Source: an optimization exercise on an open RTL-to-GDS flow (aim: small area and a short achievable clock period). Production flows keep margins and buffers that such runs may drop. Only simulation tests tie the RTL to the original design; equivalence was not proved. Power and IR drop assume default switching activity.

==> flow/design.v <==
package apb_pkg;
    typedef enum logic {
        IDLE   = 1'b0,
        ACCESS = 1'b1
    } state_t;
    localparam int unsigned DATA_W          = 32;
    localparam int unsigned ADDR_W          = 8;
    localparam int unsigned WAIT_W          = 4;
    localparam int unsigned PROT_CNT_W      = 8;
    localparam int unsigned WAIT_CFG_OFFSET = 2;
    localparam int unsigned ID_OFFSET       = 1;
    localparam logic [DATA_W-1:0] ID_VALUE_DEFAULT = 32'hA5B0_0001;
endpackage
module apb_rd_mux
#(
    parameter int unsigned N    = 30,
    parameter int unsigned W    = 32,
    parameter int unsigned WW   = 4,
    parameter logic [W-1:0] KVAL = '0
) (
    input  logic [N-1:0]   sel,
    input  logic [N*W-1:0] din,
    input  logic           sel_w,
    input  logic [WW-1:0]  wdin,
    input  logic           sel_k,
    output logic [W-1:0]   dout
);
    localparam int unsigned G = N / 3;
    for (genvar b = 0; b < W; b++) begin : g_bit
        logic [G-1:0] grp_n;
        for (genvar g = 0; g < G; g++) begin : g_grp
            apb_aoi222 u_aoi (
                .a0 (sel[3*g]),   .b0 (din[(3*g)*W + b]),
                .a1 (sel[3*g+1]), .b1 (din[(3*g+1)*W + b]),
                .a2 (sel[3*g+2]), .b2 (din[(3*g+2)*W + b]),
                .y  (grp_n[g])
            );
        end
        logic extra;
        always_comb begin
            extra = 1'b0;
            for (int i = 3*G; i < N; i++) extra = extra | (sel[i] & din[i*W + b]);
            if (b < WW) extra = extra | (sel_w & wdin[b % WW]);
            if (KVAL[b]) extra = extra | sel_k;
        end
        assign dout[b] = !(&grp_n) || extra;
    end
endmodule
module apb_aoi222
(
    input  logic a0, b0, a1, b1, a2, b2,
    output logic y
);
    assign y = !((a0 && b0) || (a1 && b1) || (a2 && b2));
endmodule
module apb_row_upd
#(
    parameter int unsigned W = 32
) (
    input  logic         we,
    input  logic         hold,
    input  logic [W-1:0] q,
    input  logic [W-1:0] wd,
    output logic [W-1:0] d
);
    assign d = ({W{hold}} & q) | ({W{we}} & wd);
endmodule
module apb_regbank_slave
#(
    parameter int unsigned       NUM_REGS     = 32,
    parameter logic [apb_pkg::DATA_W-1:0] ID_VALUE     = apb_pkg::ID_VALUE_DEFAULT,
    parameter int unsigned       WAIT_DEFAULT = 0
) (
    input  logic                  apb_clk,
    input  logic                  sys_reset,
    input  logic                  apb_selx,
    input  logic                  apb_en,
    input  logic                  apb_write,
    input  logic [apb_pkg::ADDR_W-1:0]     apb_addr,
    input  logic [apb_pkg::DATA_W-1:0]     apb_wdata,
    output logic [apb_pkg::DATA_W-1:0]     apb_rdata,
    output logic                  apb_ready,
    output logic                  apb_slverr,
    output logic [apb_pkg::PROT_CNT_W-1:0] prot_err_cnt
);
    localparam int unsigned DW       = apb_pkg::DATA_W;
    localparam int unsigned WW       = apb_pkg::WAIT_W;
    localparam int unsigned WAIT_IDX = NUM_REGS - apb_pkg::WAIT_CFG_OFFSET;
    localparam int unsigned ID_IDX   = NUM_REGS - apb_pkg::ID_OFFSET;
    localparam int unsigned GP_REGS  = NUM_REGS - 2;
    logic                         state;       
    logic                         armed;       
    logic [WW-1:0]                wait_cnt;
    logic [WW-1:0]                wait_cfg;
    logic [apb_pkg::ADDR_W-1:0]   cap_addr;
    logic                         cap_write;
    logic [DW-1:0]                cap_wdata;
    logic [DW-1:0]                rd_q;
    logic                         err_q;
    logic [DW-1:0]                regs [GP_REGS];
    logic [GP_REGS-1:0]           valid;
    logic setup, go, ready_c;
    assign setup   = !state && apb_selx && !apb_en;
    assign go      = apb_selx && apb_en;
    assign ready_c = armed && go;
    always_ff @(posedge apb_clk or negedge sys_reset) begin
        if (!sys_reset) begin
            state <= 1'b0;
            armed <= 1'b0;
        end else if (setup) begin
            state <= 1'b1;
            armed <= (wait_cfg == '0);
        end else if (state && !(apb_selx && !apb_en)) begin
            state <= apb_selx && !armed;
            armed <= apb_selx && (wait_cnt == WW'(1));
        end
    end
    always_ff @(posedge apb_clk) begin
        if (setup)
            wait_cnt <= wait_cfg;
        else if (state && go)
            wait_cnt <= wait_cnt - WW'(1);
    end
    logic [NUM_REGS-1:0] a_dec, c_dec;
    logic                a_hi, c_hi;
    always_comb begin
        for (int i = 0; i < NUM_REGS; i++) begin
            a_dec[i] = (apb_addr[4:0] == 5'(i));
            c_dec[i] = (cap_addr[4:0] == 5'(i));
        end
    end
    assign a_hi = |apb_addr[apb_pkg::ADDR_W-1:5];
    assign c_hi = |cap_addr[apb_pkg::ADDR_W-1:5];
    logic [GP_REGS-1:0]    rd_sel;
    logic [GP_REGS*DW-1:0] rd_din;
    logic [DW-1:0]         rd_c;
    always_comb begin
        for (int i = 0; i < GP_REGS; i++) begin
            rd_sel[i] = !a_hi && a_dec[i] && valid[i];
            rd_din[i*DW +: DW] = regs[i];
        end
    end
    apb_rd_mux #(.N(GP_REGS), .W(DW), .WW(WW), .KVAL(ID_VALUE)) u_rd_mux (
        .sel   (rd_sel),
        .din   (rd_din),
        .sel_w (!a_hi && a_dec[WAIT_IDX]),
        .wdin  (wait_cfg),
        .sel_k (!a_hi && a_dec[ID_IDX] && !apb_write),
        .dout  (rd_c)
    );
    always_ff @(posedge apb_clk) begin
        if (!state) begin
            cap_addr  <= apb_addr;
            cap_write <= apb_write;
            cap_wdata <= apb_wdata;
            rd_q      <= rd_c;
            err_q     <= a_hi || (apb_write && a_dec[ID_IDX]);
        end
    end
    logic wr_arm;
    assign wr_arm = armed && cap_write && !c_hi;
    for (genvar i = 0; i < GP_REGS; i++) begin : g_reg
        logic we;
        assign we = wr_arm && c_dec[i] && go;
        always_ff @(posedge apb_clk or negedge sys_reset) begin
            if (!sys_reset) valid[i] <= 1'b0;
            else if (we)    valid[i] <= 1'b1;
        end
        logic [DW-1:0] d;
        apb_row_upd #(.W(DW)) u_upd (
            .we   (we),
            .hold (!we),
            .q    (regs[i]),
            .wd   (cap_wdata),
            .d    (d)
        );
        always_ff @(posedge apb_clk) regs[i] <= d;
    end
    always_ff @(posedge apb_clk or negedge sys_reset) begin
        if (!sys_reset)
            wait_cfg <= WW'(WAIT_DEFAULT);
        else if (wr_arm && c_dec[WAIT_IDX] && go)
            wait_cfg <= cap_wdata[WW-1:0];
    end
    assign apb_ready  = ready_c;
    assign apb_rdata  = rd_q;
    assign apb_slverr = err_q;
    logic                  violation_c;
    logic [apb_pkg::PROT_CNT_W-1:0] err_cnt;
    assign violation_c = state ? (!apb_selx || apb_write != cap_write || apb_addr != cap_addr)
                               : (apb_selx && apb_en);
    always_ff @(posedge apb_clk or negedge sys_reset) begin
        if (!sys_reset) begin
            err_cnt <= '0;
        end else if (violation_c && err_cnt != '1) begin
            err_cnt <= err_cnt + apb_pkg::PROT_CNT_W'(1);
        end
    end
    assign prot_err_cnt = err_cnt;
endmodule
clock: 5.5 ns
lec_check: 0
cap_margin: 20
core_margin: 2
core_utilization: 55
cts_buf_list: sky130_fd_sc_hd__clkbuf_16
cts_cluster_diameter: 90
cts_cluster_size: 28
setup_slack_margin: 2.8
slew_margin: 20
synth_hierarchical: 1
standard.sh (not shown) runs the stock make flow with config.mk's settings and CLKGATE_MAP_FILE= SYNTH_SCRIPT=/design/flow/synth_recipe.tcl, a recipe that flattens the netlist after the stock synthesis.
==> flow/flow/run.sh <==
#!/bin/bash
# The standard layout, with plain buffers (not delay cells) on the ports.
set -euo pipefail
export BUFFER_PORTS_ARGS="-buffer_cell sky130_fd_sc_hd__buf_2"
bash standard.sh > standard.log 2>&1
Then changed:
--- a/flow/design.v
+++ b/flow/design.v
@@ -20,34 +20,59 @@
 ) (
     input  logic [N-1:0]   sel,
     input  logic [N*W-1:0] din,
     input  logic           sel_w,
     input  logic [WW-1:0]  wdin,
     input  logic           sel_k,
-    output logic [W-1:0]   dout
+    output logic [W-1:0]   dout_n
 );
     localparam int unsigned G = N / 3;
     for (genvar b = 0; b < W; b++) begin : g_bit
-        logic [G-1:0] grp_n;
+        localparam int unsigned XW = (b < WW) ? 1 : 0;
+        localparam int unsigned XK = KVAL[b] ? 1 : 0;
+        localparam int unsigned T  = G + XW + XK;
+        localparam int unsigned P0 = (T + 2) / 3;
+        localparam int unsigned P1 = (T + 1) / 3;
+        localparam int unsigned P2 = T / 3;
+        logic [T-1:0] grp_n;
         for (genvar g = 0; g < G; g++) begin : g_grp
             apb_aoi222 u_aoi (
                 .a0 (sel[3*g]),   .b0 (din[(3*g)*W + b]),
                 .a1 (sel[3*g+1]), .b1 (din[(3*g+1)*W + b]),
                 .a2 (sel[3*g+2]), .b2 (din[(3*g+2)*W + b]),
                 .y  (grp_n[g])
             );
         end
-        logic extra;
-        always_comb begin
-            extra = 1'b0;
-            for (int i = 3*G; i < N; i++) extra = extra | (sel[i] & din[i*W + b]);
-            if (b < WW) extra = extra | (sel_w & wdin[b % WW]);
-            if (KVAL[b]) extra = extra | sel_k;
-        end
-        assign dout[b] = !(&grp_n) || extra;
-    end
+        if (XW) begin : g_xw
+            assign grp_n[G] = !(sel_w && wdin[b % WW]);
+        end
+        if (XK) begin : g_xk
+            assign grp_n[G+XW] = !sel_k;
+        end
+        logic [2:0] part;
+        apb_nand #(.N(P0)) u_nand0 (.a(grp_n[P0-1:0]),        .y(part[0]));
+        apb_nand #(.N(P1)) u_nand1 (.a(grp_n[P0+P1-1:P0]),    .y(part[1]));
+        apb_nand #(.N(P2)) u_nand2 (.a(grp_n[T-1:P0+P1]),     .y(part[2]));
+        apb_nor3 u_nor (.a(part[0]), .b(part[1]), .c(part[2]), .y(dout_n[b]));
+    end
+endmodule
+module apb_nand
+#(
+    parameter int unsigned N = 4
+) (
+    input  logic [N-1:0] a,
+    output logic         y
+);
+    assign y = !(&a);
+endmodule
+module apb_nor3
+(
+    input  logic a, b, c,
+    output logic y
+);
+    assign y = !(a || b || c);
 endmodule
 module apb_aoi222
 (
     input  logic a0, b0, a1, b1, a2, b2,
     output logic y
 );
@@ -92,13 +117,13 @@
     logic                         armed;       
     logic [WW-1:0]                wait_cnt;
     logic [WW-1:0]                wait_cfg;
     logic [apb_pkg::ADDR_W-1:0]   cap_addr;
     logic                         cap_write;
     logic [DW-1:0]                cap_wdata;
-    logic [DW-1:0]                rd_q;
+    logic [DW-1:0]                rd_qn;       
     logic                         err_q;
     logic [DW-1:0]                regs [GP_REGS];
     logic [GP_REGS-1:0]           valid;
     logic setup, go, ready_c;
     assign setup   = !state && apb_selx && !apb_en;
     assign go      = apb_selx && apb_en;
@@ -130,33 +155,33 @@
         end
     end
     assign a_hi = |apb_addr[apb_pkg::ADDR_W-1:5];
     assign c_hi = |cap_addr[apb_pkg::ADDR_W-1:5];
     logic [GP_REGS-1:0]    rd_sel;
     logic [GP_REGS*DW-1:0] rd_din;
-    logic [DW-1:0]         rd_c;
+    logic [DW-1:0]         rd_cn;
     always_comb begin
         for (int i = 0; i < GP_REGS; i++) begin
             rd_sel[i] = !a_hi && a_dec[i] && valid[i];
             rd_din[i*DW +: DW] = regs[i];
         end
     end
     apb_rd_mux #(.N(GP_REGS), .W(DW), .WW(WW), .KVAL(ID_VALUE)) u_rd_mux (
         .sel   (rd_sel),
         .din   (rd_din),
         .sel_w (!a_hi && a_dec[WAIT_IDX]),
         .wdin  (wait_cfg),
         .sel_k (!a_hi && a_dec[ID_IDX] && !apb_write),
-        .dout  (rd_c)
+        .dout_n (rd_cn)
     );
     always_ff @(posedge apb_clk) begin
         if (!state) begin
             cap_addr  <= apb_addr;
             cap_write <= apb_write;
             cap_wdata <= apb_wdata;
-            rd_q      <= rd_c;
+            rd_qn     <= rd_cn;
             err_q     <= a_hi || (apb_write && a_dec[ID_IDX]);
         end
     end
     logic wr_arm;
     assign wr_arm = armed && cap_write && !c_hi;
     for (genvar i = 0; i < GP_REGS; i++) begin : g_reg
@@ -180,13 +205,13 @@
         if (!sys_reset)
             wait_cfg <= WW'(WAIT_DEFAULT);
         else if (wr_arm && c_dec[WAIT_IDX] && go)
             wait_cfg <= cap_wdata[WW-1:0];
     end
     assign apb_ready  = ready_c;
-    assign apb_rdata  = rd_q;
+    assign apb_rdata  = ~rd_qn;
     assign apb_slverr = err_q;
     logic                  violation_c;
     logic [apb_pkg::PROT_CNT_W-1:0] err_cnt;
     assign violation_c = state ? (!apb_selx || apb_write != cap_write || apb_addr != cap_addr)
                                : (apb_selx && apb_en);
     always_ff @(posedge apb_clk or negedge sys_reset) begin
After rerunning:
- The new run finished with timing, DRC and antenna clean
- power went up by 1.5%
- core utilization went up by 0.43 points
- design area went up by 1.1%
- sequential power went down by about 0.5%
- register-to-register slack barely changes
- die area went up by 0.62%
- non-clock buffer count went down by 5
- worst setup slack gets better by 0.18 ns
- cell count went up by 0.96%
- clock-buffer cell count went up by 5
- wire length went up by 6.9%

## static timing again, ports no longer ideal
Ports are ideal in the flow. The routed layouts listed here were re-timed in OpenROAD. Step 1, drivers: a clkbuf_16 drives apb_clk and a buf_2 each remaining input, both assumed. Step 2 moves the port delays by t, midway between the first and last clock arrival at a register: inputs arrive t later, outputs are due t later. That takes back most of the time a late clock gives input paths. a / b / c = ideal / step 1 / step 2; a / b = the first two.
run | t (ns) | setup WS [ns] | worst setup path after step 2 | worst register clock-pin slew, ns | worst data-port slew with drivers (ns)
the first run | 0.692 | 2.519 / 2.522 / 1.830 | input to register | 0.11 / 0.11 | 0.12
the second run | 0.712 | 2.697 / 2.729 / 2.017 | input to register | 0.11 / 0.11 | 0.05
After both steps setup and hold are still met in every run listed. The setup slack of the first run, which loses most, moves by +0.003 ns with the drivers and by -0.689 ns with both steps.
